What follows belongs to an exercise in optimizing a design on an open flow for small area, a short achievable clock period and few clock cycles per item; a production flow would make more cautious choices.
In this exercise RTL edits were held to simulation tests only and were not proved equivalent to the original.

==> run a <==
// swept_aabb_first_contact_top
module swept_aabb_first_contact_top (
   input  wire logic                                 clock,
   input  wire logic                                 reset,
   input  wire logic                                 req_valid,
   output logic                                      req_stall,
   input  wire logic signed [sacf_pkg::PosWidth-1:0] req_a_x,
   input  wire logic signed [sacf_pkg::PosWidth-1:0] req_a_y,
   input  wire logic [sacf_pkg::SizeWidth-1:0]       req_a_width,
   input  wire logic [sacf_pkg::SizeWidth-1:0]       req_a_height,
   input  wire logic signed [sacf_pkg::PosWidth-1:0] req_b_x,
   input  wire logic signed [sacf_pkg::PosWidth-1:0] req_b_y,
   input  wire logic [sacf_pkg::SizeWidth-1:0]       req_b_width,
   input  wire logic [sacf_pkg::SizeWidth-1:0]       req_b_height,
   input  wire logic signed [sacf_pkg::VelWidth-1:0] req_rel_vel_x,
   input  wire logic signed [sacf_pkg::VelWidth-1:0] req_rel_vel_y,
   input  wire logic                                 req_pair_blocked,
   output logic                                      rsp_valid,
   input  wire logic                                 rsp_stall,
   output logic                                      rsp_hit,
   output logic [sacf_pkg::TimeWidth-1:0]            rsp_hit_time,
   output logic                                      rsp_hit_axis
);
clock: 7.0 ns
lec_check: 0
abc_area: 1
cap_margin: 20
core_margin: 2
core_utilization: 55
cts_cluster_diameter: 80
cts_cluster_size: 25
setup_slack_margin: 4.4
slew_margin: 20
run.sh (not shown) runs the stock make flow with config.mk's settings and CLKGATE_MAP_FILE= SYNTH_SCRIPT=/design/flow/synth_recipe.tcl, a recipe that flattens the netlist after the stock synthesis.
==> inputs of run b, as changes to run a <==
--- a/flow/design.v
+++ b/flow/design.v
@@ -156,125 +156,108 @@
    wire g15_1 = g15_0 | (p15_0 & g14_0);
    wire p15_1 = p15_0 & p14_0;
    wire g17_1 = g17_0 | (p17_0 & g16_0);
    wire p17_1 = p17_0 & p16_0;
    wire g19_1 = g19_0 | (p19_0 & g18_0);
    wire p19_1 = p19_0 & p18_0;
    wire g21_1 = g21_0 | (p21_0 & g20_0);
    wire p21_1 = p21_0 & p20_0;
-   wire g2_1 = g2_0 | (p2_0 & g1_1);
-   wire p2_1 = p2_0 & p1_1;
    wire g3_2 = g3_1 | (p3_1 & g1_1);
    wire p3_2 = p3_1 & p1_1;
-   wire g6_1 = g6_0 | (p6_0 & g5_1);
-   wire p6_1 = p6_0 & p5_1;
    wire g7_2 = g7_1 | (p7_1 & g5_1);
    wire p7_2 = p7_1 & p5_1;
-   wire g10_1 = g10_0 | (p10_0 & g9_1);
-   wire p10_1 = p10_0 & p9_1;
    wire g11_2 = g11_1 | (p11_1 & g9_1);
    wire p11_2 = p11_1 & p9_1;
-   wire g14_1 = g14_0 | (p14_0 & g13_1);
-   wire p14_1 = p14_0 & p13_1;
    wire g15_2 = g15_1 | (p15_1 & g13_1);
    wire p15_2 = p15_1 & p13_1;
-   wire g18_1 = g18_0 | (p18_0 & g17_1);
-   wire p18_1 = p18_0 & p17_1;
    wire g19_2 = g19_1 | (p19_1 & g17_1);
    wire p19_2 = p19_1 & p17_1;
-   wire g4_1 = g4_0 | (p4_0 & g3_2);
-   wire p4_1 = p4_0 & p3_2;
-   wire g5_2 = g5_1 | (p5_1 & g3_2);
-   wire p5_2 = p5_1 & p3_2;
-   wire g6_2 = g6_1 | (p6_1 & g3_2);
-   wire p6_2 = p6_1 & p3_2;
    wire g7_3 = g7_2 | (p7_2 & g3_2);
    wire p7_3 = p7_2 & p3_2;
-   wire g12_1 = g12_0 | (p12_0 & g11_2);
-   wire p12_1 = p12_0 & p11_2;
-   wire g13_2 = g13_1 | (p13_1 & g11_2);
-   wire p13_2 = p13_1 & p11_2;
-   wire g14_2 = g14_1 | (p14_1 & g11_2);
-   wire p14_2 = p14_1 & p11_2;
    wire g15_3 = g15_2 | (p15_2 & g11_2);
    wire p15_3 = p15_2 & p11_2;
-   wire g20_1 = g20_0 | (p20_0 & g19_2);
-   wire p20_1 = p20_0 & p19_2;
-   wire g21_2 = g21_1 | (p21_1 & g19_2);
-   wire p21_2 = p21_1 & p19_2;
-   wire g8_1 = g8_0 | (p8_0 & g7_3);
-   wire p8_1 = p8_0 & p7_3;
-   wire g9_2 = g9_1 | (p9_1 & g7_3);
-   wire p9_2 = p9_1 & p7_3;
-   wire g10_2 = g10_1 | (p10_1 & g7_3);
-   wire p10_2 = p10_1 & p7_3;
-   wire g11_3 = g11_2 | (p11_2 & g7_3);
-   wire p11_3 = p11_2 & p7_3;
-   wire g12_2 = g12_1 | (p12_1 & g7_3);
-   wire p12_2 = p12_1 & p7_3;
-   wire g13_3 = g13_2 | (p13_2 & g7_3);
-   wire p13_3 = p13_2 & p7_3;
-   wire g14_3 = g14_2 | (p14_2 & g7_3);
-   wire p14_3 = p14_2 & p7_3;
    wire g15_4 = g15_3 | (p15_3 & g7_3);
    wire p15_4 = p15_3 & p7_3;
-   wire g16_1 = g16_0 | (p16_0 & g15_4);
-   wire p16_1 = p16_0 & p15_4;
-   wire g17_2 = g17_1 | (p17_1 & g15_4);
-   wire p17_2 = p17_1 & p15_4;
-   wire g18_2 = g18_1 | (p18_1 & g15_4);
-   wire p18_2 = p18_1 & p15_4;
+   wire g11_3 = g11_2 | (p11_2 & g7_3);
+   wire p11_3 = p11_2 & p7_3;
    wire g19_3 = g19_2 | (p19_2 & g15_4);
    wire p19_3 = p19_2 & p15_4;
-   wire g20_2 = g20_1 | (p20_1 & g15_4);
-   wire p20_2 = p20_1 & p15_4;
-   wire g21_3 = g21_2 | (p21_2 & g15_4);
-   wire p21_3 = p21_2 & p15_4;
+   wire g5_2 = g5_1 | (p5_1 & g3_2);
+   wire p5_2 = p5_1 & p3_2;
+   wire g9_2 = g9_1 | (p9_1 & g7_3);
+   wire p9_2 = p9_1 & p7_3;
+   wire g13_2 = g13_1 | (p13_1 & g11_3);
+   wire p13_2 = p13_1 & p11_3;
+   wire g17_2 = g17_1 | (p17_1 & g15_4);
+   wire p17_2 = p17_1 & p15_4;
+   wire g21_2 = g21_1 | (p21_1 & g19_3);
+   wire p21_2 = p21_1 & p19_3;
+   wire g2_1 = g2_0 | (p2_0 & g1_1);
+   wire p2_1 = p2_0 & p1_1;
+   wire g4_1 = g4_0 | (p4_0 & g3_2);
+   wire p4_1 = p4_0 & p3_2;
+   wire g6_1 = g6_0 | (p6_0 & g5_2);
+   wire p6_1 = p6_0 & p5_2;
+   wire g8_1 = g8_0 | (p8_0 & g7_3);
+   wire p8_1 = p8_0 & p7_3;
+   wire g10_1 = g10_0 | (p10_0 & g9_2);
+   wire p10_1 = p10_0 & p9_2;
+   wire g12_1 = g12_0 | (p12_0 & g11_3);
+   wire p12_1 = p12_0 & p11_3;
+   wire g14_1 = g14_0 | (p14_0 & g13_2);
+   wire p14_1 = p14_0 & p13_2;
+   wire g16_1 = g16_0 | (p16_0 & g15_4);
+   wire p16_1 = p16_0 & p15_4;
+   wire g18_1 = g18_0 | (p18_0 & g17_2);
+   wire p18_1 = p18_0 & p17_2;
+   wire g20_1 = g20_0 | (p20_0 & g19_3);
+   wire p20_1 = p20_0 & p19_3;
    assign t[0] = pb[0] ^ g0_0;
    assign t[1] = pb[1] ^ g1_1;
    assign t[2] = pb[2] ^ g2_1;
    assign t[3] = pb[3] ^ g3_2;
    assign t[4] = pb[4] ^ g4_1;
    assign t[5] = pb[5] ^ g5_2;
-   assign t[6] = pb[6] ^ g6_2;
+   assign t[6] = pb[6] ^ g6_1;
    assign t[7] = pb[7] ^ g7_3;
    assign t[8] = pb[8] ^ g8_1;
    assign t[9] = pb[9] ^ g9_2;
-   assign t[10] = pb[10] ^ g10_2;
+   assign t[10] = pb[10] ^ g10_1;
    assign t[11] = pb[11] ^ g11_3;
-   assign t[12] = pb[12] ^ g12_2;
-   assign t[13] = pb[13] ^ g13_3;
-   assign t[14] = pb[14] ^ g14_3;
+   assign t[12] = pb[12] ^ g12_1;
+   assign t[13] = pb[13] ^ g13_2;
+   assign t[14] = pb[14] ^ g14_1;
    assign t[15] = pb[15] ^ g15_4;
    assign t[16] = pb[16] ^ g16_1;
    assign t[17] = pb[17] ^ g17_2;
-   assign t[18] = pb[18] ^ g18_2;
+   assign t[18] = pb[18] ^ g18_1;
    assign t[19] = pb[19] ^ g19_3;
-   assign t[20] = pb[20] ^ g20_2;
-   assign q = g21_3;
+   assign t[20] = pb[20] ^ g20_1;
+   assign q = g21_2;
    assign rem_out = q ? t[sacf_pkg::RemWidth-1:0] : a[sacf_pkg::RemWidth-1:0];
 endmodule
 `default_nettype wire
 `default_nettype none
 module sacf_resolve (
-   input  wire logic [4:0] st_in,
+   input  wire logic [5:0] st_in,
    input  wire logic [3:0] qb,
-   output logic [4:0]      st_out,
+   output logic [5:0]      st_out,
    output logic            tin_bit
 );
-   logic gx, gy, lt1, lt2, miss;
+   logic gx, gy, lt1, gt1, lt2, gt2;
    always_comb begin
-      {gx, gy, lt1, lt2, miss} = st_in;
+      {gx, gy, lt1, gt1, lt2, gt2} = st_in;
       tin_bit = gx ? qb[0] : (gy ? qb[2] : (qb[0] | qb[2]));
-      st_out[4] = gx || (!gy && qb[0] && !qb[2]);
-      st_out[3] = gy || (!gx && qb[2] && !qb[0]);
-      st_out[2] = lt1 || (!miss && !tin_bit && qb[1]);
-      st_out[1] = lt2 || (!miss && !tin_bit && qb[3]);
-      st_out[0] = miss || (!lt1 && tin_bit && !qb[1]) || (!lt2 && tin_bit && !qb[3]);
+      st_out[5] = gx || (!gy && qb[0] && !qb[2]);
+      st_out[4] = gy || (!gx && qb[2] && !qb[0]);
+      st_out[3] = lt1 || (!gt1 && !tin_bit && qb[1]);
+      st_out[2] = gt1 || (!lt1 && tin_bit && !qb[1]);
+      st_out[1] = lt2 || (!gt2 && !tin_bit && qb[3]);
+      st_out[0] = gt2 || (!lt2 && tin_bit && !qb[3]);
    end
 endmodule
 `default_nettype wire
 `default_nettype none
 module swept_aabb_first_contact_top (
    input  wire logic                                 clock,
    input  wire logic                                 reset,
    input  wire logic                                 req_valid,
@@ -311,17 +294,16 @@
    logic                accept;
    logic [Latency-1:0]  vld;        
    logic [Latency-1:0]  tok;        
    logic                res_valid;
    logic                res_tok;
    logic [ResW-1:0]     res;
    logic                out_valid;
    logic [ResW-1:0]     out_res;
-   logic [ResW-1:0]     out_hold;
    logic                skid_valid;
    logic [ResW-1:0]     skid_res;
    logic [TmrW-1:0]     tmr;        
    logic                stall_ff;
    logic                recirc;
    logic                enq;
    logic                out_load;
    logic                skid_valid_next;
@@ -364,19 +346,18 @@
             out_valid <= skid_valid || enq;
          end
          skid_valid <= skid_valid_next;
          tmr <= tmr_next;
          stall_ff <= recirc || (|tok[Latency-3:0]) || recirc_next;
       end
    end
    always_ff @(posedge clock) begin
-      out_res <= out_load ? (skid_valid ? skid_res : res) : out_hold;
-      if (out_load && (skid_valid || res_valid)) begin
-         out_hold <= skid_valid ? skid_res : res;
+      if (out_load) begin
+         out_res <= skid_valid ? skid_res : res;
       end
       if (!skid_valid) begin
          skid_res <= res;
       end
    end
    logic signed [PW-1:0] sel_x_x, sel_y_x, sel_x_y, sel_y_y;
    logic [SW-1:0]        sel_w1_x, sel_w2_x, sel_w1_y, sel_w2_y;
    sacf_setup_sel u_sel_x (
@@ -427,50 +408,51 @@
       s1_mag_y <= su_mag_y;
       s1_still_x <= su_still_x;
       s1_still_y <= su_still_y;
       s1_fail <= in_blk || su_fail_x || su_fail_y;
    end
    logic [4*RW-1:0] pr_rem;
    logic [3:0]      pr_sat;
    logic [3:0]      pr_pos;
-   logic [4:0]      pr_st;
-   logic            pr_fail;
+   logic [5:0]      pr_st;
    logic            pr_tin;
    sacf_prep u_prep_0 (.d(s1_din_x), .nmag(s1_mag_x), .force_zero(s1_still_x), .force_sat(1'b0),
                        .rem(pr_rem[0*RW +: RW]), .sat(pr_sat[0]), .pos(pr_pos[0]));
    sacf_prep u_prep_1 (.d(s1_dout_x), .nmag(s1_mag_x), .force_zero(1'b0), .force_sat(s1_still_x),
                        .rem(pr_rem[1*RW +: RW]), .sat(pr_sat[1]), .pos(pr_pos[1]));
    sacf_prep u_prep_2 (.d(s1_din_y), .nmag(s1_mag_y), .force_zero(s1_still_y), .force_sat(1'b0),
                        .rem(pr_rem[2*RW +: RW]), .sat(pr_sat[2]), .pos(pr_pos[2]));
    sacf_prep u_prep_3 (.d(s1_dout_y), .nmag(s1_mag_y), .force_zero(1'b0), .force_sat(s1_still_y),
                        .rem(pr_rem[3*RW +: RW]), .sat(pr_sat[3]), .pos(pr_pos[3]));
-   assign pr_fail = s1_fail || (s1_still_x && pr_pos[0]) || (s1_still_y && pr_pos[2]);
-   sacf_resolve u_res_top (.st_in({4'b0, pr_fail}), .qb(pr_sat), .st_out(pr_st), .tin_bit(pr_tin));
+   sacf_resolve u_res_top (.st_in(6'b0), .qb(pr_sat), .st_out(pr_st), .tin_bit(pr_tin));
    logic [DivStages*4*RW-1:0] p_rem;
    logic [DivStages*2*MW-1:0] p_mag;
-   logic [DivStages*5-1:0]    p_st;
+   logic [DivStages*6-1:0]    p_st;
    logic [DivStages*QW-1:0]   p_tin;
+   logic [DivStages-1:0]      p_fail;
    always_ff @(posedge clock) begin
       p_rem[0 +: 4*RW] <= pr_rem;
       p_mag[0 +: 2*MW] <= {s1_mag_y, s1_mag_x};
-      p_st[0 +: 5] <= pr_st;
+      p_st[0 +: 6] <= pr_st;
+      p_fail[0] <= s1_fail || (s1_still_x && pr_pos[0]) || (s1_still_y && pr_pos[2]);
    end
    assign p_tin[0 +: QW] = '0;
-   logic [4:0]    fin_st;
+   logic [5:0]    fin_st;
    logic [QW-1:0] fin_tin;
+   logic          fin_fail;
    for (genvar k = 0; k < DivStages; k++) begin : g_div
       logic [RW-1:0] rem [0:StepsPerStage][0:3];
-      logic [4:0]    st [0:StepsPerStage];
+      logic [5:0]    st [0:StepsPerStage];
       logic [QW-1:0] tin [0:StepsPerStage];
       logic [3:0]    qb [0:StepsPerStage-1];
       for (genvar l = 0; l < 4; l++) begin : g_lane_in
          assign rem[0][l] = p_rem[(k*4+l)*RW +: RW];
       end
-      assign st[0] = p_st[k*5 +: 5];
+      assign st[0] = p_st[k*6 +: 6];
       assign tin[0] = p_tin[k*QW +: QW];
       for (genvar j = 0; j < StepsPerStage; j++) begin : g_step
          for (genvar l = 0; l < 4; l++) begin : g_lane
             sacf_div_step u_step (
                .rem_in(rem[j][l]),
                .nmag(p_mag[(k*2+l/2)*MW +: MW]),
                .q(qb[j][l]),
                .rem_out(rem[j+1][l])
@@ -481,28 +463,30 @@
          assign tin[j+1] = {tin[j][QW-2:0], tb};
       end
       if (k < DivStages - 1) begin : g_reg
          always_ff @(posedge clock) begin
             for (int l = 0; l < 4; l++) begin
                p_rem[((k+1)*4+l)*RW +: RW] <= rem[StepsPerStage][l];
             end
             p_mag[(k+1)*2*MW +: 2*MW] <= p_mag[k*2*MW +: 2*MW];
-            p_st[(k+1)*5 +: 5] <= st[StepsPerStage];
+            p_st[(k+1)*6 +: 6] <= st[StepsPerStage];
             p_tin[(k+1)*QW +: QW] <= tin[StepsPerStage];
+            p_fail[k+1] <= p_fail[k];
          end
       end else begin : g_last
          assign fin_st = st[StepsPerStage];
          assign fin_tin = tin[StepsPerStage];
+         assign fin_fail = p_fail[k];
       end
    end
    logic fin_hit;
-   assign fin_hit = !fin_st[0] && fin_st[2] && fin_st[1];
+   assign fin_hit = !fin_fail && fin_st[3] && fin_st[1];
    always_ff @(posedge clock) begin
       res <= tok[Latency-2] ? ~p_mag[(DivStages-1)*2*MW +: ResW]
-                            : {fin_hit, fin_hit ? fin_tin : QW'(0), fin_hit && fin_st[3]};
+                            : {fin_hit, fin_hit ? fin_tin : QW'(0), fin_hit && fin_st[4]};
    end
    assign rsp_valid = out_valid;
    assign rsp_hit = out_res[ResW-1];
    assign rsp_hit_time = {1'b0, out_res[1 +: QW]};
    assign rsp_hit_axis = out_res[0];
 endmodule
 `default_nettype wire
SETUP_SLACK_MARGIN = 4.3   (was 4.4)
==> out/metrics.cfg <==
[floorplan]
rows=180
dieHeight_um=495

[route]
vias_per_cell=5.29
met1Wirelength_um=137000
drt_iter0_drc=5505

[synth]
synth_area_leaders=dfxtp_1 (39%), ha_1 (14%), nand2_1 (10%)
netlist_area_sq_mm=0.133

[power]
seq_power_share_pct=33.8
p_per_area_mw_per_mm2=479

[clock_tree]
cts_num_sinks=2637

[finish]
drive_gt1_share_pct=7.13
area_share_nonclk_buffers_pct=2.21

[status]
status=complete, no violations

[timing]
hold_slack_ns=0.324

[global_route]
grt_pass1_vias=102000
grt_max_degree=137

[end of results for run a]
==> out/metrics.cfg <==
[finish]
drive_gt1_share_pct=11.0
area_share_nonclk_buffers_pct=2.09

[power]
seq_power_share_pct=36.2
p_per_area_mw_per_mm2=446

[synth]
synthSimpleGateAreaFrac_pct=15.7
netlist_area_sq_mm=0.132
synth_ff_type=dfxtp_1
synth_top_area_share_pct=40.0

[route]
met1Wirelength_um=129000
vias_per_cell=5.18
drt_iter0_drc=4180

[global_route]
grt_pass1_vias=93400
grt_max_degree=98
grt_pass1_wl_um=481000

[timing]
hold_slack_ns=0.298
relSlewSlack_pct=44.6

[floorplan]
rows=179
dieHeight_um=493

[clock_tree]
cts_num_sinks=2651

[status]
status=complete, no violations

[placement]
hpwl_um=238000

[end of results for run b]
Testbench counts of run a, summed over its fixed seeds: cycles 12,160, items 12,000.
Testbench counts of run b, summed over its fixed seeds: cycles 12,160, items 12,000.

## port drivers added, routing unchanged
The flow's constraints put no driver on any port. The routed layouts listed below were extracted and timed again, unchanged, in two steps.
Step 1 assumes that a clkbuf_16 drives the clock port and a buf_2 every other input.
Step 2 also shifts input and output timing later by t, the mid clock arrival at the registers, as if the neighbouring blocks saw the same clock.
a / b / c = no drivers / after step 1 / after step 2; a / b = the first two.
run	shift t [ns]	slack for setup (ns)	worst data-port slew with drivers (ns)
run a	0.913	4.319 / 4.221 / 3.767	0.06
run b	0.907	4.212 / 4.117 / 3.829	0.07
After both steps setup and hold are still met in every run listed. For run a, which loses most, drivers alone change the setup slack by -0.098 ns; drivers and shift together by -0.552 ns.
